Context: an optimization exercise on an open-source flow, tuned for small area, a short achievable clock period and few clock cycles per item. The choices shown serve that exercise and are no tape-out recipe.
The RTL was checked by simulation tests, not by an equivalence proof against the original design.
Power is estimated from default activity; no workload was simulated.

**flow/design.v**
```verilog
`timescale 1ns / 1ps
package keta_pkg;
    localparam int KEY_W    = 16;
    localparam int SLOT_W   = 4;
    localparam int COUNT_W  = 5;
    localparam int CFG_W    = 32;
    localparam logic [CFG_W-1:0] TIMEOUT_RESET = 32'd3;
    typedef enum logic [1:0] {
        REQ_UPDATE = 2'd0,
        REQ_JOINT  = 2'd1,
        REQ_LOOKUP = 2'd2,
        REQ_TICK   = 2'd3
    } t_req;
    typedef enum logic [2:0] {
        STS_UPDATED   = 3'd0,
        STS_ALLOCATED = 3'd1,
        STS_DROPPED   = 3'd2,
        STS_HIT       = 3'd3,
        STS_MISS      = 3'd4,
        STS_TICK_DONE = 3'd5
    } t_status;
    typedef enum logic [2:0] {
        S_IDLE   = 3'd0,
        S_MATCH  = 3'd1,
        S_FIND   = 3'd2,
        S_ACCESS = 3'd3,
        S_SWEEP  = 3'd4,
        S_REPLY  = 3'd5
    } t_state;
    typedef struct packed {
        logic search;
        logic alloc;
        logic expire;
    } t_cam_ctl;
    typedef struct packed {
        logic hit;
        logic free_any;
    } t_cam_res;
endpackage
`timescale 1ns / 1ps
module keta_ram #(
    parameter int DEPTH = 16,
    parameter int WIDTH = 8
) (
    input  logic              i_clk,
    input  logic [DEPTH-1:0]  i_we,
    input  logic [WIDTH-1:0]  i_wdata,
    input  logic [DEPTH-1:0]  i_rsel,
    output logic [WIDTH-1:0]  o_rdata
);
    logic [WIDTH-1:0] r_mem [DEPTH];
    always_ff @(posedge i_clk) begin
        for (int i = 0; i < DEPTH; i++) begin
            if (i_we[i]) begin
                r_mem[i] <= i_wdata;
            end
        end
    end
    always_comb begin
        o_rdata = '0;
        for (int i = 0; i < DEPTH; i++) begin
            o_rdata = o_rdata | (r_mem[i] & {WIDTH{i_rsel[i]}});
        end
    end
endmodule
`timescale 1ns / 1ps
module keta_key_cam #(
    parameter int ENTRIES = 16
) (
    input  logic                        i_clk,
    input  logic [ENTRIES-1:0]          i_we,
    input  logic [keta_pkg::KEY_W-1:0]  i_key,
    input  logic [ENTRIES-1:0]          i_valid,
    output logic [ENTRIES-1:0]          o_hit,
    output logic [ENTRIES-1:0]          o_free
);
    logic [keta_pkg::KEY_W-1:0] r_key [ENTRIES];
    always_ff @(posedge i_clk) begin
        for (int i = 0; i < ENTRIES; i++) begin
            if (i_we[i]) begin
                r_key[i] <= i_key;
            end
        end
    end
    always_comb begin
        for (int i = 0; i < ENTRIES; i++) begin
            o_hit[i] = i_valid[i] && (r_key[i] == i_key);
        end
    end
    always_comb begin
        logic seen;
        seen = 1'b0;
        for (int i = 0; i < ENTRIES; i++) begin
            o_free[i] = !i_valid[i] && !seen;
            seen      = seen || !i_valid[i];
        end
    end
endmodule
`timescale 1ns / 1ps
module keyed_entry_table_with_aging_unit #(
    parameter int ENTRIES       = 16,
    parameter int PAYLOAD_WIDTH = 64,
    parameter int JOINT_WIDTH   = 64,
    parameter int TIME_WIDTH    = 12
) (
    input  logic                     i_clk,
    input  logic                     i_rst_n,
    input  logic                     i_in_valid,
    output logic                     o_in_stall,
    input  logic [1:0]               i_req_type,
    input  logic [keta_pkg::KEY_W-1:0]         i_net_id,
    input  logic                     i_has_payload,
    input  logic                     i_in_game,
    input  logic [PAYLOAD_WIDTH-1:0] i_payload,
    input  logic [JOINT_WIDTH-1:0]   i_joint_data,
    output logic                     o_out_valid,
    input  logic                     i_out_stall,
    output logic [2:0]               o_status,
    output logic [keta_pkg::SLOT_W-1:0]        o_slot,
    output logic                     o_out_in_game,
    output logic [PAYLOAD_WIDTH-1:0] o_out_payload,
    output logic [JOINT_WIDTH-1:0]   o_out_joint,
    output logic [keta_pkg::COUNT_W-1:0]       o_expired_count,
    input  logic                     i_cfg_valid,
    output logic                     o_cfg_ready,
    input  logic [keta_pkg::CFG_W-1:0]         i_cfg_data
);
    localparam int IDX_W = $clog2(ENTRIES);
    localparam int TW    = TIME_WIDTH;
    localparam int CW    = keta_pkg::COUNT_W;
    logic [ENTRIES-1:0] r_valid;
    logic [TW-1:0]      r_age [ENTRIES];    
    logic [ENTRIES-1:0] r_old;              
    logic [ENTRIES-1:0] r_flag;
    logic [TW-1:0]      r_to;
    logic               r_to_big;           
    logic [TW-1:0]      r_to1;
    logic               r_to1_big;          
    logic               r_to_zero;          
    logic               r_refresh;          
    typedef struct packed {
        logic [2:0]         status;
        logic [IDX_W-1:0]   slot;
        logic               in_game;
        logic [CW-1:0]      count;
    } t_res;
    logic                     r_out_valid;   
    t_res                     r_o;
    logic [PAYLOAD_WIDTH-1:0] r_o_payload;
    logic [JOINT_WIDTH-1:0]   r_o_joint;
    logic                     r_q_valid;     
    t_res                     r_q;
    logic [ENTRIES-1:0]       r_q_rsel;      
    logic                     r_in_stall;
    logic w_accept, w_upd, w_jnt, w_lkp, w_tick, w_take, w_load_o, w_load_q;
    logic [ENTRIES-1:0] w_hit, w_free, w_key_we, w_ent_we, w_pl_we, w_jt_we;
    logic [ENTRIES-1:0] w_ge, w_rsel, w_sel;
    logic               w_any_hit, w_any_free;
    logic [IDX_W-1:0]   w_hit_idx, w_free_idx, w_slot;
    logic [TW-1:0]      w_thr;
    logic               w_thr_big;
    t_res               w_res;
    logic [PAYLOAD_WIDTH-1:0] w_pl_rdata;
    logic [JOINT_WIDTH-1:0]   w_jt_rdata;
    function automatic logic ge(input logic [TW-1:0] a, input logic [TW-1:0] b);
        ge = 1'b1;
        for (int i = 0; i < TW; i++) begin
            ge = (a[i] & ~b[i]) | (~(a[i] ^ b[i]) & ge);
        end
    endfunction
    function automatic logic [CW-1:0] count16(input logic [15:0] v);
        logic [1:0] c2 [8];
        logic [2:0] c4 [4];
        logic [3:0] c8 [2];
        for (int i = 0; i < 8; i++) c2[i] = {1'b0, v[2*i]} + {1'b0, v[2*i+1]};
        for (int i = 0; i < 4; i++) c4[i] = {1'b0, c2[2*i]} + {1'b0, c2[2*i+1]};
        for (int i = 0; i < 2; i++) c8[i] = {1'b0, c4[2*i]} + {1'b0, c4[2*i+1]};
        count16 = {1'b0, c8[0]} + {1'b0, c8[1]};
    endfunction
    assign o_in_stall  = r_in_stall;
    assign w_accept    = i_in_valid && !r_in_stall;
    assign o_cfg_ready = 1'b1;
    assign w_upd  = w_accept && (i_req_type == keta_pkg::REQ_UPDATE);
    assign w_jnt  = w_accept && (i_req_type == keta_pkg::REQ_JOINT);
    assign w_lkp  = w_accept && (i_req_type == keta_pkg::REQ_LOOKUP);
    assign w_tick = w_accept && (i_req_type == keta_pkg::REQ_TICK);
    assign w_key_we = {ENTRIES{w_upd}} & w_free;
    keta_key_cam #(
        .ENTRIES (ENTRIES)
    ) u_cam (
        .i_clk   (i_clk),
        .i_we    (w_key_we),
        .i_key   (i_net_id),
        .i_valid (r_valid),
        .o_hit   (w_hit),
        .o_free  (w_free)
    );
    assign w_any_hit  = |w_hit;
    assign w_any_free = !(&r_valid);
    assign w_ent_we = {ENTRIES{w_upd}} & (w_hit | w_free);
    assign w_pl_we  = {ENTRIES{w_upd && i_has_payload}} & (w_hit | (w_free & {ENTRIES{!w_any_hit}}));
    assign w_jt_we  = {ENTRIES{w_jnt}} & w_hit;
    assign w_rsel   = {ENTRIES{w_lkp}} & w_hit;
    always_comb begin
        w_hit_idx  = '0;
        w_free_idx = '0;
        for (int i = 0; i < ENTRIES; i++) begin
            if (w_hit[i])  w_hit_idx  = w_hit_idx  | IDX_W'(i);
            if (w_free[i]) w_free_idx = w_free_idx | IDX_W'(i);
        end
    end
    assign w_slot = w_any_hit ? w_hit_idx : w_free_idx;
    assign w_thr     = r_refresh ? r_to1 : r_to;
    assign w_thr_big = r_refresh ? r_to1_big : r_to_big;
    always_comb begin
        for (int i = 0; i < ENTRIES; i++) begin
            w_ge[i] = !w_thr_big && ge(r_age[i], w_thr);
        end
    end
    always_ff @(posedge i_clk) begin
        if (!i_rst_n) begin
            r_valid   <= '0;
            r_to      <= TW'(keta_pkg::TIMEOUT_RESET);
            r_to_big  <= 1'b0;
            r_to1     <= TW'(keta_pkg::TIMEOUT_RESET + 1);
            r_to1_big <= 1'b0;
            r_to_zero <= 1'b0;
            r_refresh <= 1'b0;
        end else begin
            if (w_tick) begin
                r_valid <= r_valid & ~r_old;
            end else if (w_upd && !w_any_hit) begin
                r_valid <= r_valid | w_free;
            end
            r_refresh <= i_cfg_valid;
            if (i_cfg_valid) begin
                r_to      <= i_cfg_data[TW-1:0];
                r_to_big  <= |i_cfg_data[keta_pkg::CFG_W-1:TW];
                r_to1     <= i_cfg_data[TW-1:0] + 1'b1;
                r_to1_big <= (|i_cfg_data[keta_pkg::CFG_W-1:TW]) || (&i_cfg_data[TW-1:0]);
                r_to_zero <= (i_cfg_data == '0);
            end
        end
    end
    always_ff @(posedge i_clk) begin
        for (int i = 0; i < ENTRIES; i++) begin
            if (w_ent_we[i]) begin
                r_age[i]  <= TW'(1);
                r_old[i]  <= r_to_zero;
                r_flag[i] <= i_in_game;
            end else if (w_tick) begin
                r_age[i]  <= r_age[i] + 1'b1;
                r_old[i]  <= w_ge[i] && !(&r_age[i]);
            end else if (r_refresh) begin
                r_old[i]  <= w_ge[i];
            end
        end
    end
    assign w_sel = w_rsel | (r_q_rsel & {ENTRIES{r_q_valid}});
    keta_ram #(
        .DEPTH (ENTRIES),
        .WIDTH (PAYLOAD_WIDTH)
    ) u_payload_ram (
        .i_clk   (i_clk),
        .i_we    (w_pl_we),
        .i_wdata (i_payload),
        .i_rsel  (w_sel),
        .o_rdata (w_pl_rdata)
    );
    keta_ram #(
        .DEPTH (ENTRIES),
        .WIDTH (JOINT_WIDTH)
    ) u_joint_ram (
        .i_clk   (i_clk),
        .i_we    (w_jt_we),
        .i_wdata (i_joint_data),
        .i_rsel  (w_sel),
        .o_rdata (w_jt_rdata)
    );
    always_comb begin
        w_res = '0;
        unique case (i_req_type)
            keta_pkg::REQ_UPDATE: begin
                w_res.status  = w_any_hit ? keta_pkg::STS_UPDATED
                              : w_any_free ? keta_pkg::STS_ALLOCATED : keta_pkg::STS_DROPPED;
                w_res.slot    = w_slot;
                w_res.in_game = i_in_game && (w_any_hit || w_any_free);
            end
            keta_pkg::REQ_JOINT: begin
                w_res.status  = w_any_hit ? keta_pkg::STS_UPDATED : keta_pkg::STS_MISS;
                w_res.slot    = w_hit_idx;
                w_res.in_game = |(w_hit & r_flag);
            end
            keta_pkg::REQ_LOOKUP: begin
                w_res.status  = w_any_hit ? keta_pkg::STS_HIT : keta_pkg::STS_MISS;
                w_res.slot    = w_hit_idx;
                w_res.in_game = |(w_hit & r_flag);
            end
            default: begin
                w_res.status  = keta_pkg::STS_TICK_DONE;
                w_res.count   = count16(r_valid & r_old);
            end
        endcase
    end
    assign w_take   = r_out_valid && !i_out_stall;
    assign w_load_o = r_q_valid ? w_take : (w_accept && (!r_out_valid || !i_out_stall));
    assign w_load_q = !r_q_valid && w_accept && r_out_valid && i_out_stall;
    always_ff @(posedge i_clk) begin
        if (!i_rst_n) begin
            r_out_valid <= 1'b0;
            r_q_valid   <= 1'b0;
            r_in_stall  <= 1'b0;
        end else begin
            if (w_load_o) begin
                r_out_valid <= 1'b1;
            end else if (w_take) begin
                r_out_valid <= 1'b0;
            end
            if (w_load_q) begin
                r_q_valid <= 1'b1;
            end else if (w_take) begin
                r_q_valid <= 1'b0;
            end
            r_in_stall <= w_load_q || (r_q_valid && !w_take) || i_cfg_valid;
        end
    end
    always_ff @(posedge i_clk) begin
        if (w_load_o) begin
            r_o         <= r_q_valid ? r_q : w_res;
            r_o_payload <= w_pl_rdata;
            r_o_joint   <= w_jt_rdata;
        end
        if (w_load_q) begin
            r_q      <= w_res;
            r_q_rsel <= w_rsel;
        end
    end
    assign o_out_valid     = r_out_valid;
    assign o_status        = r_o.status;
    assign o_slot          = r_o.slot;
    assign o_out_in_game   = r_o.in_game;
    assign o_expired_count = r_o.count;
    assign o_out_payload   = r_o_payload;
    assign o_out_joint     = r_o_joint;
endmodule
```
**flow/run.sh**
```bash
#!/bin/bash
# synth_recipe.tcl (not shown) runs the flow's synth.tcl, then flattens the netlist and writes it again
# the make line also repeats each setting of config.mk as NAME=value (left out here)
make -C /OpenROAD-flow-scripts/flow DESIGN_CONFIG=/design/flow/config.mk WORK_HOME=/design/flow/orfs CLKGATE_MAP_FILE= SYNTH_SCRIPT=/design/flow/synth_recipe.tcl finish
```
**flow/config.mk**
```make
export PLATFORM = sky130hd
export DESIGN_NAME = keyed_entry_table_with_aging_unit
export DESIGN_NICKNAME = keyed_entry_table_with_aging_unit
export VERILOG_FILES = /design/flow/design.v
export SDC_FILE = /design/flow/constraint.sdc
export NUM_CORES = 4
export LEC_CHECK = 0
export CAP_MARGIN = 20
export CORE_MARGIN = 2
export CORE_UTILIZATION = 55
export CTS_BUF_LIST = sky130_fd_sc_hd__clkbuf_4 sky130_fd_sc_hd__clkbuf_8
export SETUP_SLACK_MARGIN = 5.0
export SLEW_MARGIN = 20
```
**flow/constraint.sdc**
```tcl
create_clock -name core_clock -period 8.0 [get_ports {i_clk}]
set_input_delay 1.6000 -clock core_clock [delete_from_list [all_inputs] [get_ports {i_clk}]]
set_output_delay 1.6000 -clock core_clock [all_outputs]
set_load 0.01 [all_outputs]
```
==> flow_summary.ini, run 1 <==
[worst_setup_path]
rr_endpoint = r_o[2]$_DFFE_PP_
path_class = reg2reg
cp-endpoint = r_o[2]$_DFFE_PP_
critPathRequiredTime_ns = 8.84
path_depth = 12
reg2regPathDepth = 12
setup.worst_path.start = r_old[5]$_DFFE_PP_
worstPathArrival_ns = 5.02
cp_common_cell = fa_2
worstSetupEndpointType = flop
path_cells = and2_4, fa_1, inv_2, fa_2, fa_2, fa_1, inv_2, ha_4, fa_2, xor2_1, and2_4, mux2_4
slowest_stage = fa_2
regToRegSetupSlack_ns = 3.82
path_max_fanout = 2
path_buf_inv = 2
cp-start-kind = flop
critPathTopFamily = adder cells
critical-path-max-stage-delay_ns = 0.57
r2r-start = r_old[5]$_DFFE_PP_

[synthesis]
seq_area_frac_synth_pct = 75.1
syn_inst = 6351
synth_top_area_cell = edfxtp_1
async_reset_ff_share_pct = 0
synth_top_area_share_pct = 70.6
yosys.cell_types.count = 84
avgSynthCellArea_um2 = 16.8
syn_nets = 6750
yosys_warnings = 9
ys.flop_type = edfxtp_1
synthTopCellsByArea = edfxtp_1 (71%), dfxtp_1 (4.5%), a22o_1 (4.2%)
syn_area_mm2 = 0.107
ys_seq_elements = 2745
synth_edf_count = 2506

[power]
clkPwrFrac_pct = 39.2
finalPower_mw = 29.5
p_int_mw = 22.6
switchingPower_mw = 6.88
leakage_nw = 48.3
switching_share_pct = 23.3
comb_power_share_pct = 5.9
p_seq_share_pct = 54.9
peakVddDrop_mv = 0.194
p_per_area_mw_per_mm2 = 211

[detailed_routing]
via_count = 72039
drt-initial-drc-count = 10635
viasPerCell = 6.77
ant_nets = 0
post_drt_wl_per_cell_um = 38.2
first_pass_iters = 6
wirelength_um = 406000
drc = 0

[floorplan]
coreArea_mm2 = 0.193
start_util_pct = 55.4
io_pins = 329
die_x_um = 444
die_h_um = 444
row_count = 161
die_area_mm2 = 0.197

[cells_and_area]
layout_commonest_cell = edfxtp_1
fin_nets = 8159
final_core_util_pct = 72.4
syn_to_final_growth_pct = 30.8
n_fill_cell = 11653
multi_input_area_mm2 = 0.0278
final_cell_mix = edfxtp_1 (2506), a22o_1 (513), clkbuf_8 (460)
drive_above_1_share_pct = 27.7
regArea_mm2 = 0.0801

[place]
place_hpwl_um = 160000
port-buffer-count = 327
place_congestion = 0.877

[sta]
final.setup_skew_ns = 0.122
period_share_pct = 52.2
fin_setup_tns_ns = 0
hold_viol_final = 0
period_minus_slack_ns = 4.18
rsz0062_at_grt = yes
setup_viol = 0
fmax_ghz = 0.239
maxSlewViolCount = 0
worstMarginPinSlew_ns = 0.978
max_slew_margin_pct = 33.5

[cts]
htreeDepth = 5
cts_max_path_buffers = 4
cts-root-buf = clkbuf_8
cts_tree = built
clk_pin_slew_ns = 0.06
cts_buffers = 445
cts_sinks = 2745
clk_latency_ns = 1.19

[global_route]
grt_usage_pct = 38.8
grt_max_degree = 51
antenna_found_initial = 39
grt_pass1_vias = 67926
gr-total-overflow = 0
grt_pass1_wl_um = 531000

[min_path]
hp-class = reg2reg

[flow_run]
max-cap-violations = 0

[outcome]
status = finished clean
==> flip-flops by register name, summed over array words and instances, names as in the netlist, 64 cells and up <==
signal / count
u_cam.r_key: 256
r_o_payload: 64
r_age: 192
r_o_joint: 64
u_joint_ram.r_mem: 1024
u_payload_ram.r_mem: 1024
==> worst reg2reg max path, stage by stage (launching register included) <==
cell and delay [ns]:
edfxtp_1 0.51, and2_4 0.20, fa_1 0.49, inv_2 0.04, fa_2 0.57, fa_2 0.47
fa_1 0.51, inv_2 0.04, ha_4 0.15, fa_2 0.34, xor2_1 0.18, and2_4 0.17
mux2_4 0.27
==> metal layers <==
layer / track usage [%] / share of wire, %
met5: 0 / 0.032
met4: 24.3 / 8.4
met3: 8.11 / 12
met2: 61.5 / 46
met1: 49.1 / 34
==> power by group through the flow <==
stage / Sequential [mW] / Clock [mW] / Combinational (mW)
after CTS: 16.2 / 11.5 / 1.68
after global routing: 16.2 / 12.2 / 1.90
after floorplan: 16.4 / 0 / 0.834
after detailed placement: 16.5 / 0 / 1.51
final: 16.2 / 11.6 / 1.74
after global placement: 16.5 / 0 / 1.47
==> stage by stage <==
stage / hold slack (ns) / worst slack [ns] / cell area [µm²] / cells
5_1_grt: 0.510 / 3.76 / 139000 / 10627
4_1_cts: 0.480 / 3.87 / 135000 / 10440
2_1_floorplan: 0.427 / 2.80 / 107000 / 6351
6_report: 0.476 / 3.82 / 140000 / 10634
3_5_place_dp: 0.468 / 1.99 / 114000 / 9057
3_3_place_gp: 0.452 / 2.04 / 114000 / 9054
==> worst min path at each step <==
stage / slack [ns] / start / cells after the start / end
after floorplan: 0.43 / r_to1[0]$_SDFFE_PN0P_ / 1 / r_to1[0]$_SDFFE_PN0P_
after global placement: 0.45 / r_to[0]$_SDFFE_PN1P_ / 2 / r_to[0]$_SDFFE_PN1P_
after detailed placement: 0.47 / r_to1[0]$_SDFFE_PN0P_ / 1 / r_to1[0]$_SDFFE_PN0P_
after CTS: 0.48 / r_to[0]$_SDFFE_PN1P_ / 2 / r_to[0]$_SDFFE_PN1P_
after global routing: 0.51 / r_to1[7]$_SDFFE_PN0P_ / 1 / r_to1[7]$_SDFFE_PN0P_
final: 0.48 / r_to[0]$_SDFFE_PN1P_ / 2 / r_to[0]$_SDFFE_PN1P_
==> kinds of logic after synthesis <==
kind of cell	after synthesis	share of synthesized area [%]
flip-flops	2745	75.1
AO/OA/AOI/OAI	1376	10.7
AND/OR/NAND/NOR	1170	5.79
XOR/XNOR	443	3.66
buffers and inverters	364	1.88
adder cells (fa/ha/maj)	214	2.58
multiplexers	38	0.367
other	1	0.00352
==> Yosys cell counts, drive strengths merged (6+ instances only) <==
| cell | instances |
|---|---|
| a22o | 516 |
| or4 | 7 |
| mux2i | 29 |
| fa | 10 |
| o211ai | 12 |
| nand3b | 7 |
| xor2 | 245 |
| nand2 | 233 |
| nor2 | 307 |
| o31ai | 7 |
| and4b | 11 |
| o22ai | 10 |
| nand2b | 34 |
| a32o | 7 |
| a221oi | 513 |
| a211oi | 8 |
| o21a | 47 |
| nand4 | 231 |
| nor3 | 31 |
| nor4 | 33 |
| a21oi | 93 |
| inv | 33 |
| buf | 257 |
| a21o | 17 |
| or2 | 19 |
| nor4b | 12 |
| ha | 204 |
| edfxtp | 2506 |
| a211o | 6 |
| xnor2 | 198 |
| nor2b | 17 |
| clkbuf | 74 |
| or3 | 37 |
| and4 | 54 |
| a2111oi | 8 |
| a31oi | 13 |
| o21ai | 67 |
| mux2 | 9 |
| dfxtp | 239 |
| a32oi | 7 |
| and2 | 27 |
| o211a | 7 |
| nand3 | 45 |
| and3 | 55 |
==> final cells by class <==
cell class              count  area share [%]
flip-flops and latches   2745            57.4
inverters                  33          0.0888
diodes                     29          0.0520
repair buffers           1287            14.5
clock inverters           182           0.616
well taps                2526            2.27
multi-input cells        3248            19.9
clock buffers             584            5.21
==> timing repair <==
| action | CTS | global route |
|---|---|---|
| gates resized for setup | 1552 | 423 |
| setup buffers | 390 | 115 |
| pin swaps | 233 | 232 |
| hold buffers | 0 | 0 |
| endpoints found under the setup margin | 2709 | 2153 |
| cloned | 227 | 50 |
Testbench counts, summed over its fixed seeds: cycles 4,816, items 4,800.
==> run 2: changes to the inputs <==
--- a/flow/design.v
+++ b/flow/design.v
@@ -155,5 +155,5 @@
     logic w_accept, w_upd, w_jnt, w_lkp, w_tick, w_take, w_load_o, w_load_q;
     logic [ENTRIES-1:0] w_hit, w_free, w_key_we, w_ent_we, w_pl_we, w_jt_we;
-    logic [ENTRIES-1:0] w_ge, w_rsel, w_sel;
+    logic [ENTRIES-1:0] w_ge, w_rsel, w_sel, w_old_tick, w_old_keep;
     logic               w_any_hit, w_any_free;
     logic [IDX_W-1:0]   w_hit_idx, w_free_idx, w_slot;
@@ -164,17 +164,65 @@
     logic [JOINT_WIDTH-1:0]   w_jt_rdata;
     function automatic logic ge(input logic [TW-1:0] a, input logic [TW-1:0] b);
-        ge = 1'b1;
+        logic [15:0] g, e;
+        logic [7:0]  g1, e1;
+        logic [3:0]  g2, e2;
+        logic [1:0]  g3, e3;
+        g = '0;
+        e = '1;
         for (int i = 0; i < TW; i++) begin
-            ge = (a[i] & ~b[i]) | (~(a[i] ^ b[i]) & ge);
+            g[i] = a[i] & ~b[i];
+            e[i] = ~(a[i] ^ b[i]);
+        end
+        for (int i = 0; i < 8; i++) begin
+            g1[i] = g[2*i+1] | (e[2*i+1] & g[2*i]);
+            e1[i] = e[2*i+1] & e[2*i];
+        end
+        for (int i = 0; i < 4; i++) begin
+            g2[i] = g1[2*i+1] | (e1[2*i+1] & g1[2*i]);
+            e2[i] = e1[2*i+1] & e1[2*i];
+        end
+        for (int i = 0; i < 2; i++) begin
+            g3[i] = g2[2*i+1] | (e2[2*i+1] & g2[2*i]);
+            e3[i] = e2[2*i+1] & e2[2*i];
+        end
+        ge = g3[1] | (e3[1] & (g3[0] | e3[0]));
+    endfunction
+    function automatic logic [TW-1:0] inc(input logic [TW-1:0] a);
+        logic c;
+        for (int i = 0; i < TW; i++) begin
+            c = 1'b1;
+            for (int j = i - 1; j >= 0; j--) c = c & a[j];
+            inc[i] = a[i] ^ c;
         end
     endfunction
     function automatic logic [CW-1:0] count16(input logic [15:0] v);
-        logic [1:0] c2 [8];
-        logic [2:0] c4 [4];
-        logic [3:0] c8 [2];
-        for (int i = 0; i < 8; i++) c2[i] = {1'b0, v[2*i]} + {1'b0, v[2*i+1]};
-        for (int i = 0; i < 4; i++) c4[i] = {1'b0, c2[2*i]} + {1'b0, c2[2*i+1]};
-        for (int i = 0; i < 2; i++) c8[i] = {1'b0, c4[2*i]} + {1'b0, c4[2*i+1]};
-        count16 = {1'b0, c8[0]} + {1'b0, c8[1]};
+        logic [2:0]  c2 [8];
+        logic [4:0]  c4 [4];
+        logic [8:0]  c8 [2];
+        logic [16:0] c16;
+        for (int i = 0; i < 8; i++) begin
+            c2[i][0] = !v[2*i] && !v[2*i+1];
+            c2[i][1] = v[2*i] ^ v[2*i+1];
+            c2[i][2] = v[2*i] && v[2*i+1];
+        end
+        for (int i = 0; i < 4; i++) begin
+            c4[i] = '0;
+            for (int a = 0; a < 3; a++)
+                for (int b = 0; b < 3; b++)
+                    c4[i][a+b] = c4[i][a+b] | (c2[2*i][a] & c2[2*i+1][b]);
+        end
+        for (int i = 0; i < 2; i++) begin
+            c8[i] = '0;
+            for (int a = 0; a < 5; a++)
+                for (int b = 0; b < 5; b++)
+                    c8[i][a+b] = c8[i][a+b] | (c4[2*i][a] & c4[2*i+1][b]);
+        end
+        c16 = '0;
+        for (int a = 0; a < 9; a++)
+            for (int b = 0; b < 9; b++)
+                c16[a+b] = c16[a+b] | (c8[0][a] & c8[1][b]);
+        count16 = '0;
+        for (int k = 0; k < 17; k++)
+            if (c16[k]) count16 = count16 | CW'(k);
     endfunction
     assign o_in_stall  = r_in_stall;
@@ -243,16 +291,19 @@
         end
     end
+    always_comb begin
+        for (int i = 0; i < ENTRIES; i++) begin
+            w_old_tick[i] = w_ge[i] && !(&r_age[i]);
+            w_old_keep[i] = r_refresh ? w_ge[i] : r_old[i];
+        end
+    end
     always_ff @(posedge i_clk) begin
         for (int i = 0; i < ENTRIES; i++) begin
             if (w_ent_we[i]) begin
                 r_age[i]  <= TW'(1);
-                r_old[i]  <= r_to_zero;
                 r_flag[i] <= i_in_game;
             end else if (w_tick) begin
-                r_age[i]  <= r_age[i] + 1'b1;
-                r_old[i]  <= w_ge[i] && !(&r_age[i]);
-            end else if (r_refresh) begin
-                r_old[i]  <= w_ge[i];
+                r_age[i]  <= inc(r_age[i]);
             end
+            r_old[i] <= w_ent_we[i] ? r_to_zero : (w_tick ? w_old_tick[i] : w_old_keep[i]);
         end
     end
==> flow/flow/run.sh (new file) <==
#!/bin/bash
# The standard layout (standard.sh: standard synthesis through final), with one change:
# the port buffers that global placement inserts are plain buffers (buf_4) instead of the
# delay buffers buffer_ports picks by default. Every port still gets its buffer.
set -euo pipefail
bash standard.sh "BUFFER_PORTS_ARGS=-buffer_cell sky130_fd_sc_hd__buf_4" finish > standard_flow.log 2>&1
==> flow/standard.sh (new file) <==
#!/bin/bash
# synth_recipe.tcl (not shown) runs the flow's synth.tcl, then flattens the netlist and writes it again
# the make line also repeats each setting of config.mk as NAME=value (left out here)
make -C /OpenROAD-flow-scripts/flow DESIGN_CONFIG=/design/flow/config.mk WORK_HOME=/design/flow/orfs CLKGATE_MAP_FILE= SYNTH_SCRIPT=/design/flow/synth_recipe.tcl "${@:-finish}"
--- a/flow/config.mk
+++ b/flow/config.mk
@@ -6,8 +6,12 @@
 export NUM_CORES = 4
 export LEC_CHECK = 0
+export ABC_AREA = 1
+export ABC_CLOCK_PERIOD_IN_PS = 2500
 export CAP_MARGIN = 20
 export CORE_MARGIN = 2
 export CORE_UTILIZATION = 55
-export CTS_BUF_LIST = sky130_fd_sc_hd__clkbuf_4 sky130_fd_sc_hd__clkbuf_8
+export CTS_CLUSTER_DIAMETER = 80
+export CTS_CLUSTER_SIZE = 20
 export SETUP_SLACK_MARGIN = 5.0
 export SLEW_MARGIN = 20
+export TNS_END_PERCENT = 0
removed: flow/run.sh
==> run 2 against run 1 <==
  * Flip-flop and latch count stayed put
  * Count of clock-buffer cells in the layout is 396 lower
  * Combinational power is 15% higher
  * Area after synthesis is 3.6% higher
  * Clock skew is 0.081 ns lower
  * Fmax is 20% higher
  * Total power is 8.6% lower
  * Synthesized cell count is 40% higher
  * Hold slack worse by 0.0065 ns
  * Critical path depth is 4 higher
  * Register-to-register slack better by 0.84 ns
  * Largest cell class unchanged
==> flow_summary.ini, run 2 <==
[outcome]
status = finished clean

[min_path]
hp-class = reg2reg
hold_depth = 2

[worst_setup_path]
reg2regPathDepth = 10
path_class = in2reg
worstPathArrival_ns = 4.04
cp-start-kind = input port
path_max_fanout = 15
critPathRequiredTime_ns = 8.56
worstSetupEndpointType = flop

[cells_and_area]
final_core_util_pct = 62.9
n_fill_cell = 15297
regArea_mm2 = 0.0800
top_regs = u_joint_ram.r_mem x1024, u_payload_ram.r_mem x1024, u_cam.r_key x256
final_cell_mix = nand2_1 (2740), edfxtp_1 (2506), nor2_1 (510)
syn_to_final_growth_pct = 13.7
layout_commonest_cell = nand2_1
drive_above_1_share_pct = 11.6
fin_nets = 9818
stdcell_count = 12132
multi_input_area_mm2 = 0.0281

[place]
port-buffer-count = 327
dp_cells = 11692
pre_cts_slack_ns = 2.14
place_congestion = 0.925
place_hpwl_um = 181000

[global_route]
gr-total-overflow = 0
grt_pass1_wl_um = 486000
antenna_found_initial = 34
grt_max_degree = 82
grt_pass1_vias = 69053
grt_usage_pct = 33.0

[sta]
maxSlewViolCount = 0
setup_ws_ns = 4.51
hold_viol_final = 0
worstMarginPinSlew_ns = 1.07
period_share_pct = 43.6
period_minus_slack_ns = 3.49
fin_setup_tns_ns = 0
fmax_ghz = 0.287
final.setup_skew_ns = 0.0403
setup_viol = 0
max_slew_margin_pct = 28.1
rsz0062_at_grt = yes

[synthesis]
yosys_warnings = 9
syn_area_mm2 = 0.110
seq_area_frac_synth_pct = 72.5
yosys.cell_types.count = 61
avgSynthCellArea_um2 = 12.5
ys_seq_elements = 2745
synth_top_area_cell = edfxtp_1
synthTopCellsByArea = edfxtp_1 (68%), nand2_1 (9.4%), dfxtp_1 (4.3%)
synth_common_cells = nand2_1 (2754), edfxtp_1 (2506), nor2_1 (543)
synth_top_area_share_pct = 68.1
synth_edf_count = 2506
async_reset_ff_share_pct = 0
ys.flop_type = edfxtp_1
syn_nets = 9280
syn_inst = 8865
yosysMostFrequentCell = nand2_1

[cts]
cts_buffers = 166
clk_latency_ns = 0.86
cts_sinks = 2745
cts_tree = built
clk_pin_slew_ns = 0.08
cts-root-buf = clkbuf_16
htreeDepth = 4
holdBufCountCts = 0
cts_max_path_buffers = 3

[detailed_routing]
via_count = 73559
drt-initial-drc-count = 8675
viasPerCell = 6.06
wirelength_um = 342000
post_drt_wl_per_cell_um = 28.2
first_pass_iters = 8
drc = 0
ant_nets = 0

[floorplan]
die_h_um = 452
coreArea_mm2 = 0.200
io_pins = 329
row_count = 164
start_util_pct = 55.3
die_x_um = 452
die_area_mm2 = 0.204

[power]
p_per_area_mw_per_mm2 = 215
peakVddDrop_mv = 0.243
switching_share_pct = 23.2
p_int_mw = 20.7
switchingPower_mw = 6.25
leakage_nw = 45.3
comb_power_share_pct = 7.4
clkPwrFrac_pct = 32.2
p_seq_share_pct = 60.3

[flow_run]
max-cap-violations = 0
## run 2: cell count changes in the layout (fill, tap and decap cells not counted), moves of 249 or more
cell / previous run / this run
buf_4: 184 / 476
nand2_1: 226 / 2740
a22o_1: 513 / 171
clkbuf_8: 460 / 2
inv_1: 29 / 414
a21oi_1: 60 / 309
## run 2: final timing paths
kind | start | end | slack [ns]
hold reg to reg | r_to[2]$_SDFFE_PN0P_ | r_to[2]$_SDFFE_PN0P_ | 0.47
setup reg to reg | r_refresh$_SDFF_PN0_ | r_old[8]$_DFFE_PP_ | 4.66
hold / removal | r_to[2]$_SDFFE_PN0P_ | r_to[2]$_SDFFE_PN0P_ | 0.47
setup / recovery | i_net_id[1] | u_payload_ram.r_mem[14][45]$_DFFE_PP_ | 4.51
## run 2: repair_timing
action,CTS,global route
hold endpoints to repair,0,0
buffers inserted,145,11
gates cloned,37,6
setup endpoints to repair,2687,2832
pin swaps,49,9
gates resized for setup,252,53
## run 2: per-layer routing
metal  up-vias  track usage (%)  routed length (µm)
met3       505             5.33               32700
met5         -                0                 122
li1      32534                -                   -
met1     36896             48.3              143000
met2      3604             50.9              155000
met4        20             10.8               11300
## run 2: cell type report
| class | count | share of cell area (%) |
|---|---|---|
| Timing Repair inverter | 3 | 0.0209 |
| Inverter | 449 | 1.45 |
| Tap cell | 2656 | 2.65 |
| Antenna cell | 16 | 0.0319 |
| Clock inverter | 37 | 0.339 |
| Multi-Input combinational cell | 5372 | 22.4 |
| Timing Repair Buffer | 666 | 5.92 |
| Sequential cell | 2745 | 63.8 |
| Clock buffer | 188 | 3.48 |
## run 2: power by group through the flow
| stage | Sequential [mW] | Combinational [mW] | Clock [mW] |
|---|---|---|---|
| after floorplan | 16.5 | 1.09 | 0 |
| after global placement | 16.6 | 1.83 | 0 |
| after detailed placement | 16.6 | 1.90 | 0 |
| after CTS | 16.3 | 1.99 | 8.81 |
| after global routing | 16.3 | 2.24 | 9.31 |
| final | 16.3 | 2.00 | 8.70 |
## run 2: kinds of logic (layout without fill, tap and decap cells)
kind of cell	after synthesis	after routing	share of synthesized area, %
other	1	17	0.00340
xor gates and xnor gates	104	104	0.825
buffers and inverters	753	1343	2.99
DFF	2745	2745	72.5
and+or+nand+nor	4103	4106	15.7
AOI/OAI and AO/OA	923	925	5.36
muxes	6	6	0.0544
adders and majority gates	230	230	2.61
## run 2: critical path, cell delays in order
cell,delay [ns]
buf_16,0.15
clkinvlp_4,0.13
buf_8,0.16
buf_4,0.15
o211ai_1,0.17
nor2_1,0.11
nand3_4,0.11
nand2_2,0.07
nor2_4,0.13
nand2_4,0.09
nor2_8,0.25
inv_16,0.09
a211oi_4,0.31
buf_6,0.20
buf_12,0.13
buf_12,0.15
## run 2: through the flow
step           area [µm²]  hold WS [ns]  total power, mW
3_3_place_gp       117000         0.446             18.4
3_5_place_dp       117000         0.461             18.5
4_1_cts            125000         0.471             27.1
6_report           126000         0.470             27.0
2_1_floorplan      111000         0.425             17.6
5_1_grt            126000         0.495             27.9
Testbench counts of run 2, summed over its fixed seeds: cycles 4,816, items 4,800.
==> run 3: changes to the inputs <==
--- a/flow/design.v
+++ b/flow/design.v
@@ -154,4 +154,5 @@
     logic                     r_in_stall;
     logic w_accept, w_upd, w_jnt, w_lkp, w_tick, w_take, w_load_o, w_load_q;
+    logic w_o_new, w_o_fromq, w_o_hold;
     logic [ENTRIES-1:0] w_hit, w_free, w_key_we, w_ent_we, w_pl_we, w_jt_we;
     logic [ENTRIES-1:0] w_ge, w_rsel, w_sel, w_old_tick, w_old_keep;
@@ -308,5 +309,5 @@
         end
     end
-    assign w_sel = w_rsel | (r_q_rsel & {ENTRIES{r_q_valid}});
+    assign w_sel = (w_rsel & {ENTRIES{w_o_new}}) | (r_q_rsel & {ENTRIES{w_o_fromq}});
     keta_ram #(
         .DEPTH (ENTRIES),
@@ -354,6 +355,9 @@
         endcase
     end
-    assign w_take   = r_out_valid && !i_out_stall;
-    assign w_load_o = r_q_valid ? w_take : (w_accept && (!r_out_valid || !i_out_stall));
+    assign w_take    = r_out_valid && !i_out_stall;
+    assign w_o_new   = !r_q_valid && w_accept && (!r_out_valid || !i_out_stall);
+    assign w_o_fromq = r_q_valid && w_take;
+    assign w_load_o  = w_o_new || w_o_fromq;
+    assign w_o_hold  = r_out_valid && !w_load_o;
     assign w_load_q = !r_q_valid && w_accept && r_out_valid && i_out_stall;
     always_ff @(posedge i_clk) begin
@@ -377,9 +381,9 @@
     end
     always_ff @(posedge i_clk) begin
-        if (w_load_o) begin
-            r_o         <= r_q_valid ? r_q : w_res;
-            r_o_payload <= w_pl_rdata;
-            r_o_joint   <= w_jt_rdata;
-        end
+        r_o         <= (w_o_new ? w_res : '0) | (w_o_fromq ? r_q : '0) | (w_o_hold ? r_o : '0);
+        r_o_payload <= w_pl_rdata | (r_o_payload & {PAYLOAD_WIDTH{w_o_hold}});
+        r_o_joint   <= w_jt_rdata | (r_o_joint & {JOINT_WIDTH{w_o_hold}});
+    end
+    always_ff @(posedge i_clk) begin
         if (w_load_q) begin
             r_q      <= w_res;
--- a/flow/config.mk
+++ b/flow/config.mk
@@ -10,5 +10,5 @@
 export CAP_MARGIN = 20
 export CORE_MARGIN = 2
-export CORE_UTILIZATION = 55
+export CORE_UTILIZATION = 65
 export CTS_CLUSTER_DIAMETER = 80
 export CTS_CLUSTER_SIZE = 20
==> run 3 against run 2 <==
  * Hold slack worse by 0.010 ns
  * Synthesized cell count is 7.3% higher
  * Critical path type unchanged
  * Global-route usage grew 6.4 points
  * Still clean
  * Combinational power down 24%
  * Fmax is 0.23% lower
  * Flip-flop and latch count unchanged
==> flow_summary.ini, run 3 <==
[synthesis]
yosys_warnings = 9
ys.flop_type = edfxtp_1
avgSynthCellArea_um2 = 11.7
synth_top_area_share_pct = 64.0
async_reset_ff_share_pct = 0
yosysMostFrequentCell = nand2_1
seq_area_frac_synth_pct = 70.9
synth_top_area_cell = edfxtp_1
synthTopCellsByArea = edfxtp_1 (64%), nand2_1 (11%), dfxtp_1 (6.9%)
synth_edf_count = 2365
syn_inst = 9509
synth_common_cells = nand2_1 (3135), edfxtp_1 (2365), nor2_1 (714)
syn_nets = 9924
yosys.cell_types.count = 60
ys_seq_elements = 2745
syn_area_mm2 = 0.111

[sta]
fmax_ghz = 0.286
maxSlewViolCount = 0
setup_ws_ns = 4.50
holdWs_ns = 0.460
setup_viol = 0
worstMarginPinSlew_ns = 1.18
max_slew_margin_pct = 21.0
period_share_pct = 43.7
period_minus_slack_ns = 3.50
hold_viol_final = 0
rsz0062_at_grt = yes
fin_setup_tns_ns = 0
final.setup_skew_ns = 0.0337

[global_route]
antenna_found_initial = 35
grt_max_degree = 65
gr-total-overflow = 0
grt_pass1_vias = 72107
grt_pass1_wl_um = 491000
grt_usage_pct = 39.4

[cts]
clk_latency_ns = 0.86
clk_pin_slew_ns = 0.08
cts-root-buf = clkbuf_16
cts_max_path_buffers = 3
cts_sinks = 2745
cts_buffers = 160
htreeDepth = 4
cts_tree = built

[worst_setup_path]
setup.worst_path.start = i_net_id[2]
worstSetupEndpointType = flop
path_buf_inv = 4
r2r-start = r_refresh$_SDFF_PN0_
path_class = in2reg
reg2regPathDepth = 12
cp-start-kind = input port
path_max_fanout = 33
path_cells = buf_12, xor2_1, nor3_1, nand3_4, buf_12, nor2_4, buf_6, buf_6
rr_endpoint = r_old[8]$_DFFE_PP_
critical-path-max-stage-delay_ns = 0.51
cp-endpoint = u_joint_ram.r_mem[15][48]$_DFFE_PP_
regToRegSetupSlack_ns = 4.62
critPathTopFamily = buffers and inverters
path_depth = 8
worstPathArrival_ns = 3.98
slowest_stage = nor3_1
critPathRequiredTime_ns = 8.49

[detailed_routing]
wirelength_um = 351000
drc = 0
drt-initial-drc-count = 11222
viasPerCell = 6.26
post_drt_wl_per_cell_um = 28.3
first_pass_iters = 6
ant_nets = 0
via_count = 77479

[cells_and_area]
top_regs = u_joint_ram.r_mem x1024, u_payload_ram.r_mem x1024, u_cam.r_key x256
final_cell_mix = nand2_1 (3099), edfxtp_1 (2365), nor2_1 (667)
fin_nets = 10424
stdcell_count = 12374
drive_above_1_share_pct = 10.9
syn_to_final_growth_pct = 13.1
layout_commonest_cell = nand2_1

[place]
port-buffer-count = 327
dp_cells = 11855
pre_cts_slack_ns = 2.39
place_hpwl_um = 177000
place_congestion = 0.936

[floorplan]
die_area_mm2 = 0.174
die_x_um = 417
coreArea_mm2 = 0.169
row_count = 151
io_pins = 329
die_h_um = 417
start_util_pct = 65.4

[power]
leakage_nw = 47.0
peakVddDrop_mv = 0.226
p_per_area_mw_per_mm2 = 208
finalPower_mw = 26.1

[min_path]
hp-class = reg2reg

[flow_run]
max-cap-violations = 0

[outcome]
status = finished clean
run 3: cell count changes after synthesis, sizes merged, moves of 152 or more:
cell,delta
nand3,+367
nand2,+391
a22o,-152
nand4,-195
nor2,+179
run 3: layer usage:
metal	wire, µm	track usage [%]	part of all wire, %
met1	128000	53.1	36
met2	157000	59.8	45
met4	22500	23.0	6.4
met3	43500	8.26	12
met5	86	0	0.025
run 3: per-stage QoR:
step	area (µm²)	utilization (%)
2_1_floorplan	111000	-
3_3_place_gp	116000	68.4
3_5_place_dp	116000	68.4
4_1_cts	124000	73.4
5_1_grt	125000	74.0
6_report	125000	74.0
run 3: final cells by class:
| type | instances | area (µm²) |
|---|---|---|
| Inverter | 498 | 2100 |
| Timing Repair Buffer | 624 | 6980 |
| Tap cell | 2218 | 2780 |
| Clock buffer | 255 | 4450 |
| Timing Repair inverter | 1 | 11.3 |
| Antenna cell | 28 | 70.1 |
| Clock inverter | 26 | 305 |
| Multi-Input combinational cell | 5979 | 30100 |
| Sequential cell | 2745 | 78600 |
| Fill cell | 11155 | 44100 |
run 3: repair_timing:
item                                    4_1_cts  5_1_grt
resized for setup                           337      108
pin swaps                                    51       20
endpoints found under the setup margin     2670     2582
cloned                                       58       14
buffers inserted                            118       20
hold buffers                                  0        0
run 3: kinds of logic (layout without fill, tap and decap cells):
kind of cell               after synthesis  after routing  synth area share [%]
DFF                                   2745           2745                  70.9
buffers and inverters                  820           1404                  3.40
AOI/OAI and AO/OA                      814            824                  4.35
adders and majority gates              230            230                  2.59
and+or+nand+nor                       4772           4797                  17.8
other                                    1             29               0.00338
xor gates and xnor gates               123            123                 0.971
muxes                                    4              4                0.0361
run 3: worst min-delay path, cell delays in order, from the launching register on:
cell and delay (ns):
dfxtp_1 0.30, inv_1 0.06, a21oi_1 0.06
run 3: how the worst min path moves through the flow:
stage,start,endpoint,slack [ns],cells past startpoint
after floorplan,r_to[0]$_SDFFE_PN1P_,r_to[0]$_SDFFE_PN1P_,0.43,2
after global placement,u_joint_ram.r_mem[7][45]$_DFFE_PP_,r_o_joint[45]$_DFF_P_,0.44,2
after detailed placement,r_q[4]$_DFFE_PP_,r_o[4]$_DFF_P_,0.45,2
after CTS,r_to[8]$_SDFFE_PN0P_,r_to[8]$_SDFFE_PN0P_,0.46,2
after global routing,u_joint_ram.r_mem[7][49]$_DFFE_PP_,r_o_joint[49]$_DFF_P_,0.48,2
final,r_to[8]$_SDFFE_PN0P_,r_to[8]$_SDFFE_PN0P_,0.46,2
run 3: report_power, final:
| group | internal (mW) | total (mW) | switching [mW] |
|---|---|---|---|
| sequential | 15.7 | 16.0 | 0.266 |
| combinational | 0.569 | 1.52 | 0.950 |
| clock | 3.92 | 8.57 | 4.65 |
| total | 20.2 | 26.1 | 5.86 |
Testbench counts of run 3, summed over its fixed seeds: cycles 4,816, items 4,800.
==> run 4: changes to the inputs <==
--- a/flow/design.v
+++ b/flow/design.v
@@ -153,5 +153,12 @@
     logic [ENTRIES-1:0]       r_q_rsel;      
     logic                     r_in_stall;
-    logic w_accept, w_upd, w_jnt, w_lkp, w_tick, w_take, w_load_o, w_load_q;
+    logic w_accept, w_exec, w_upd, w_jnt, w_lkp, w_tick, w_take, w_load_o, w_load_q;
+    logic w_s1_valid, w_out_valid, w_q_valid;
+    logic                     r_s1_valid;
+    logic [1:0]               r_s1_type;
+    logic [keta_pkg::KEY_W-1:0] r_s1_key;
+    logic                     r_s1_has_payload;
+    logic                     r_s1_in_game;
+    logic [PAYLOAD_WIDTH-1:0] r_s1_data;       
     logic w_o_new, w_o_fromq, w_o_hold;
     logic [ENTRIES-1:0] w_hit, w_free, w_key_we, w_ent_we, w_pl_we, w_jt_we;
@@ -229,10 +236,20 @@
     assign o_in_stall  = r_in_stall;
     assign w_accept    = i_in_valid && !r_in_stall;
+    assign w_exec      = r_s1_valid && !r_refresh && (!r_q_valid || w_take);
     assign o_cfg_ready = 1'b1;
-    assign w_upd  = w_accept && (i_req_type == keta_pkg::REQ_UPDATE);
-    assign w_jnt  = w_accept && (i_req_type == keta_pkg::REQ_JOINT);
-    assign w_lkp  = w_accept && (i_req_type == keta_pkg::REQ_LOOKUP);
-    assign w_tick = w_accept && (i_req_type == keta_pkg::REQ_TICK);
-    assign w_key_we = {ENTRIES{w_upd}} & w_free;
+    assign w_upd  = w_exec && (r_s1_type == keta_pkg::REQ_UPDATE);
+    assign w_jnt  = w_exec && (r_s1_type == keta_pkg::REQ_JOINT);
+    assign w_lkp  = w_exec && (r_s1_type == keta_pkg::REQ_LOOKUP);
+    assign w_tick = w_exec && (r_s1_type == keta_pkg::REQ_TICK);
+    always_ff @(posedge i_clk) begin
+        if (w_accept) begin
+            r_s1_type        <= i_req_type;
+            r_s1_key         <= i_net_id;
+            r_s1_has_payload <= i_has_payload;
+            r_s1_in_game     <= i_in_game;
+            r_s1_data        <= (i_req_type == keta_pkg::REQ_JOINT) ? i_joint_data : i_payload;
+        end
+    end
+    assign w_key_we = w_free;
     keta_key_cam #(
         .ENTRIES (ENTRIES)
@@ -240,5 +257,5 @@
         .i_clk   (i_clk),
         .i_we    (w_key_we),
-        .i_key   (i_net_id),
+        .i_key   (r_s1_key),
         .i_valid (r_valid),
         .o_hit   (w_hit),
@@ -247,6 +264,6 @@
     assign w_any_hit  = |w_hit;
     assign w_any_free = !(&r_valid);
-    assign w_ent_we = {ENTRIES{w_upd}} & (w_hit | w_free);
-    assign w_pl_we  = {ENTRIES{w_upd && i_has_payload}} & (w_hit | (w_free & {ENTRIES{!w_any_hit}}));
+    assign w_ent_we = w_free | ({ENTRIES{w_upd}} & w_hit);
+    assign w_pl_we  = {ENTRIES{w_upd && r_s1_has_payload}} & (w_hit | (w_free & {ENTRIES{!w_any_hit}}));
     assign w_jt_we  = {ENTRIES{w_jnt}} & w_hit;
     assign w_rsel   = {ENTRIES{w_lkp}} & w_hit;
@@ -302,5 +319,5 @@
             if (w_ent_we[i]) begin
                 r_age[i]  <= TW'(1);
-                r_flag[i] <= i_in_game;
+                r_flag[i] <= r_s1_in_game;
             end else if (w_tick) begin
                 r_age[i]  <= inc(r_age[i]);
@@ -316,5 +333,5 @@
         .i_clk   (i_clk),
         .i_we    (w_pl_we),
-        .i_wdata (i_payload),
+        .i_wdata (r_s1_data),
         .i_rsel  (w_sel),
         .o_rdata (w_pl_rdata)
@@ -326,5 +343,5 @@
         .i_clk   (i_clk),
         .i_we    (w_jt_we),
-        .i_wdata (i_joint_data),
+        .i_wdata (r_s1_data),
         .i_rsel  (w_sel),
         .o_rdata (w_jt_rdata)
@@ -332,10 +349,10 @@
     always_comb begin
         w_res = '0;
-        unique case (i_req_type)
+        unique case (r_s1_type)
             keta_pkg::REQ_UPDATE: begin
                 w_res.status  = w_any_hit ? keta_pkg::STS_UPDATED
                               : w_any_free ? keta_pkg::STS_ALLOCATED : keta_pkg::STS_DROPPED;
                 w_res.slot    = w_slot;
-                w_res.in_game = i_in_game && (w_any_hit || w_any_free);
+                w_res.in_game = r_s1_in_game && (w_any_hit || w_any_free);
             end
             keta_pkg::REQ_JOINT: begin
@@ -356,26 +373,23 @@
     end
     assign w_take    = r_out_valid && !i_out_stall;
-    assign w_o_new   = !r_q_valid && w_accept && (!r_out_valid || !i_out_stall);
+    assign w_o_new   = w_exec && !r_q_valid && (!r_out_valid || !i_out_stall);
     assign w_o_fromq = r_q_valid && w_take;
     assign w_load_o  = w_o_new || w_o_fromq;
     assign w_o_hold  = r_out_valid && !w_load_o;
-    assign w_load_q = !r_q_valid && w_accept && r_out_valid && i_out_stall;
+    assign w_load_q  = w_exec && (r_q_valid || (r_out_valid && i_out_stall));
+    assign w_s1_valid  = w_accept || (r_s1_valid && !w_exec);
+    assign w_out_valid = w_load_o || (r_out_valid && !w_take);
+    assign w_q_valid   = w_load_q || (r_q_valid && !w_take);
     always_ff @(posedge i_clk) begin
         if (!i_rst_n) begin
+            r_s1_valid  <= 1'b0;
             r_out_valid <= 1'b0;
             r_q_valid   <= 1'b0;
             r_in_stall  <= 1'b0;
         end else begin
-            if (w_load_o) begin
-                r_out_valid <= 1'b1;
-            end else if (w_take) begin
-                r_out_valid <= 1'b0;
-            end
-            if (w_load_q) begin
-                r_q_valid <= 1'b1;
-            end else if (w_take) begin
-                r_q_valid <= 1'b0;
-            end
-            r_in_stall <= w_load_q || (r_q_valid && !w_take) || i_cfg_valid;
+            r_s1_valid  <= w_s1_valid;
+            r_out_valid <= w_out_valid;
+            r_q_valid   <= w_q_valid;
+            r_in_stall  <= w_s1_valid && w_out_valid && w_q_valid;
         end
     end
==> run 4 against run 3 <==
  * Still clean on timing, DRC and antenna
  * Sequential power is 4% higher
  * Flip-flop and latch count rose by 85
  * Cell count rose by 3.6%
  * Worst setup slack better by 0.089 ns
  * Via count is 4.8% higher
  * Sequential share of layout area fell by 0.32 points
==> flow_summary.ini, run 4 <==
[floorplan]
die_x_um = 423
die_h_um = 423
start_util_pct = 65.6
io_pins = 329
row_count = 153
die_area_mm2 = 0.179
coreArea_mm2 = 0.174

[cells_and_area]
fin_nets = 10780
stdcell_count = 12816
top_regs = u_joint_ram.r_mem x1024, u_payload_ram.r_mem x1024, u_cam.r_key x256
drive_above_1_share_pct = 12.6
n_fill_cell = 11359
syn_to_final_growth_pct = 13.8
layout_commonest_cell = nand2_1
final_cell_mix = nand2_1 (3099), edfxtp_1 (2449), nand3_1 (827)
fin_area_mm2 = 0.130

[power]
finalPower_mw = 26.7
peakVddDrop_mv = 0.257
p_per_area_mw_per_mm2 = 205
leakage_nw = 47.9

[synthesis]
synth_common_cells = nand2_1 (3123), edfxtp_1 (2449), nand3_1 (828)
synth_top_area_cell = edfxtp_1
ys.flop_type = edfxtp_1
synth_edf_count = 2449
yosys.cell_types.count = 73
synth_top_area_share_pct = 64.3
yosys_warnings = 9
async_reset_ff_share_pct = 0
syn_inst = 9715
syn_nets = 10130
synthTopCellsByArea = edfxtp_1 (64%), nand2_1 (10%), dfxtp_1 (6.7%)
ys_seq_elements = 2830
syn_area_mm2 = 0.114
yosysMostFrequentCell = nand2_1
seq_area_frac_synth_pct = 71.0
avgSynthCellArea_um2 = 11.8

[worst_setup_path]
cp_common_cell = nand2_1
path_class = reg2reg
critical-path-max-stage-delay_ns = 0.37
cp-start-kind = flop
regToRegSetupSlack_ns = 4.59
rr_endpoint = u_payload_ram.r_mem[8][14]$_DFFE_PP_
critPathRequiredTime_ns = 8.54
slowest_stage = edfxtp_1
path_max_fanout = 16
path_depth = 15
critPathTopFamily = simple AND/OR/NAND/NOR gates
worstSetupEndpointType = flop
r2r-start = r_s1_key[5]$_DFFE_PP_
setup.worst_path.start = r_s1_key[5]$_DFFE_PP_
worstPathArrival_ns = 3.94
path_cells = buf_4, buf_4, o21ai_0, nor2_1, nand2_1, nor2_4, nand3_4, nand2_1, nor2_2, nand2_4, nor2_4, nand2_1, a21oi_4, buf_12, clkbuf_16
path_buf_inv = 4
reg2regPathDepth = 15
cp-endpoint = u_payload_ram.r_mem[8][14]$_DFFE_PP_

[global_route]
grt_pass1_wl_um = 499000
grt_usage_pct = 38.8
grt_max_degree = 129
grt_pass1_vias = 74162
gr-total-overflow = 0
antenna_found_initial = 8

[sta]
final.setup_skew_ns = 0.0368
rsz0062_at_grt = yes
hold_viol_final = 0
fmax_ghz = 0.294
period_share_pct = 42.6
period_minus_slack_ns = 3.41
fin_setup_tns_ns = 0
setup_viol = 0
worstMarginPinSlew_ns = 1.26
maxSlewViolCount = 0
max_slew_margin_pct = 16.1

[detailed_routing]
viasPerCell = 6.34
wl_met3_um = 53900
via_count = 81211
first_pass_iters = 9
top_layer = met4
ant_nets = 0
drc = 0
wirelength_um = 371000
m1WireLength_um = 134000
drt-initial-drc-count = 13395
wl_met2_um = 164000
post_drt_wl_per_cell_um = 28.9

[cts]
cts_sinks = 2830
cts-root-buf = clkbuf_16
clk_pin_slew_ns = 0.08
cts_max_path_buffers = 3
cts_buffers = 164
htreeDepth = 4
clk_latency_ns = 0.86
cts_tree = built

[place]
dp_cells = 12182
port-buffer-count = 327
place_hpwl_um = 179000
place_area_mm2 = 0.120
place_congestion = 0.925

[min_path]
hp-class = reg2reg

[outcome]
status = finished clean

[flow_run]
max-cap-violations = 0
[run 4: cell types whose count changed in the layout (fill, tap and decap cells not counted), sizes merged, moves of 46 or more]
cell and delta:
inv -102, buf +146, nand4 -73, a22oi -99, nand3 +348, a22o +46
edfxtp +84, a211oi -52, mux2 +64, a21oi -54
[run 4: worst min path at each step]
stage,cells past startpoint,endpoint,slack (ns),startpoint
after global placement,2,r_o_payload[37]$_DFF_P_,0.43,u_payload_ram.r_mem[7][37]$_DFFE_PP_
after global routing,2,r_o_payload[11]$_DFF_P_,0.48,u_payload_ram.r_mem[7][11]$_DFFE_PP_
final,2,r_o_payload[22]$_DFF_P_,0.46,u_payload_ram.r_mem[8][22]$_DFFE_PP_
after floorplan,2,r_to[0]$_SDFFE_PN1P_,0.43,r_to[0]$_SDFFE_PN1P_
after detailed placement,2,r_o_payload[33]$_DFF_P_,0.44,u_payload_ram.r_mem[7][33]$_DFFE_PP_
after CTS,2,r_o_payload[30]$_DFF_P_,0.45,u_payload_ram.r_mem[8][30]$_DFFE_PP_
[run 4: kinds of logic (layout without fill, tap and decap cells)]
group           count (synthesis)  after routing  synth area share [%]
simple gates                 5109           5125                  18.6
flops                        2830           2830                  71.0
buf+inv                       737           1478                  3.17
compound gates                656            671                  3.40
fa+ha+maj                     230            230                  2.52
xor+xnor                       80             80                 0.613
mux                            72             72                 0.700
other cells                     1              5               0.00328
[run 4: per-stage QoR]
stage / hold WS, ns / setup WS (ns) / utilization (%)
CTS: 0.453 / 4.54 / 72.9
finish: 0.465 / 4.59 / 74.6
global route: 0.479 / 4.59 / 74.6
detailed placement: 0.439 / 3.09 / 68.6
floorplan: 0.425 / 4.05 / -
global placement: 0.433 / 2.93 / 68.5
[run 4: area by class of cell]
cell class	count	area (µm²)	share of cell area [%]
multi-input combinational	6179	31000	23.8
inverter	406	1700	1.30
antenna	4	10.0	0.00769
timing repair buffer	783	8480	6.52
clock buffer	268	4610	3.54
timing repair inverter	1	7.51	0.00577
tap	2325	2910	2.24
sequential	2830	81200	62.4
clock inverter	20	244	0.188
[run 4: tightest hold or removal path, delay by kind of cell, from the launching register on]
kind	cells	cell delay, ns
simple gates	1	0.07
flops	1	0.33
compound gates	1	0.06
[run 4: what timing repair did]
| item | CTS | global route |
|---|---|---|
| buffers inserted | 85 | 159 |
| endpoints found under the hold margin | 0 | 0 |
| cloned | 44 | 37 |
| endpoints found under the setup margin | 2479 | 2232 |
| resized for setup | 175 | 167 |
| hold buffers | 0 | 0 |
| pin swaps | 31 | 35 |
[run 4: power breakdown]
group	total, mW	internal [mW]	switching (mW)	leakage [nW]
combinational	1.34	0.526	0.812	20.4
sequential	16.6	16.2	0.351	25.2
clock	8.79	4.01	4.77	2.31
[run 4: layer usage]
metal  global-route usage (%)  up-vias
met1                     54.8    39235
met5                        0        -
met4                     17.6        0
met3                     7.74      963
met2                     58.9     5969
li1                         -    35044
Testbench counts of run 4, summed over its fixed seeds: cycles 4,816, items 4,800.

afterwards: timing with drivers on the ports:
In the flow no input, the clock included, has a driving cell. The finished layouts below were timed again as built, in two steps. Step 1, drivers: a clkbuf_16 drives i_clk and a buf_2 each remaining input, both assumed. Step 2 times the ports against the registers' clock, not the clock port: input delays grow and output delays shrink by t, the midpoint of the rising clock arrivals with the driver on. Three values: no drivers, after step 1, after step 2; two values: the first two.
run	shift t [ns]	setup slack, ns	cell pins on the clock port's net
run 1	1.207	3.821 / 3.821 / 2.996	1
run 2	0.945	4.512 / 4.465 / 3.521	1
run 3	0.935	4.504 / 4.476 / 3.541	1
run 4	0.942	4.593 / 4.593 / 3.809	1
After both steps setup and hold are still met in every run listed. For run 2, which loses most, drivers alone change the setup slack by -0.047 ns; drivers and shift together by -0.991 ns.
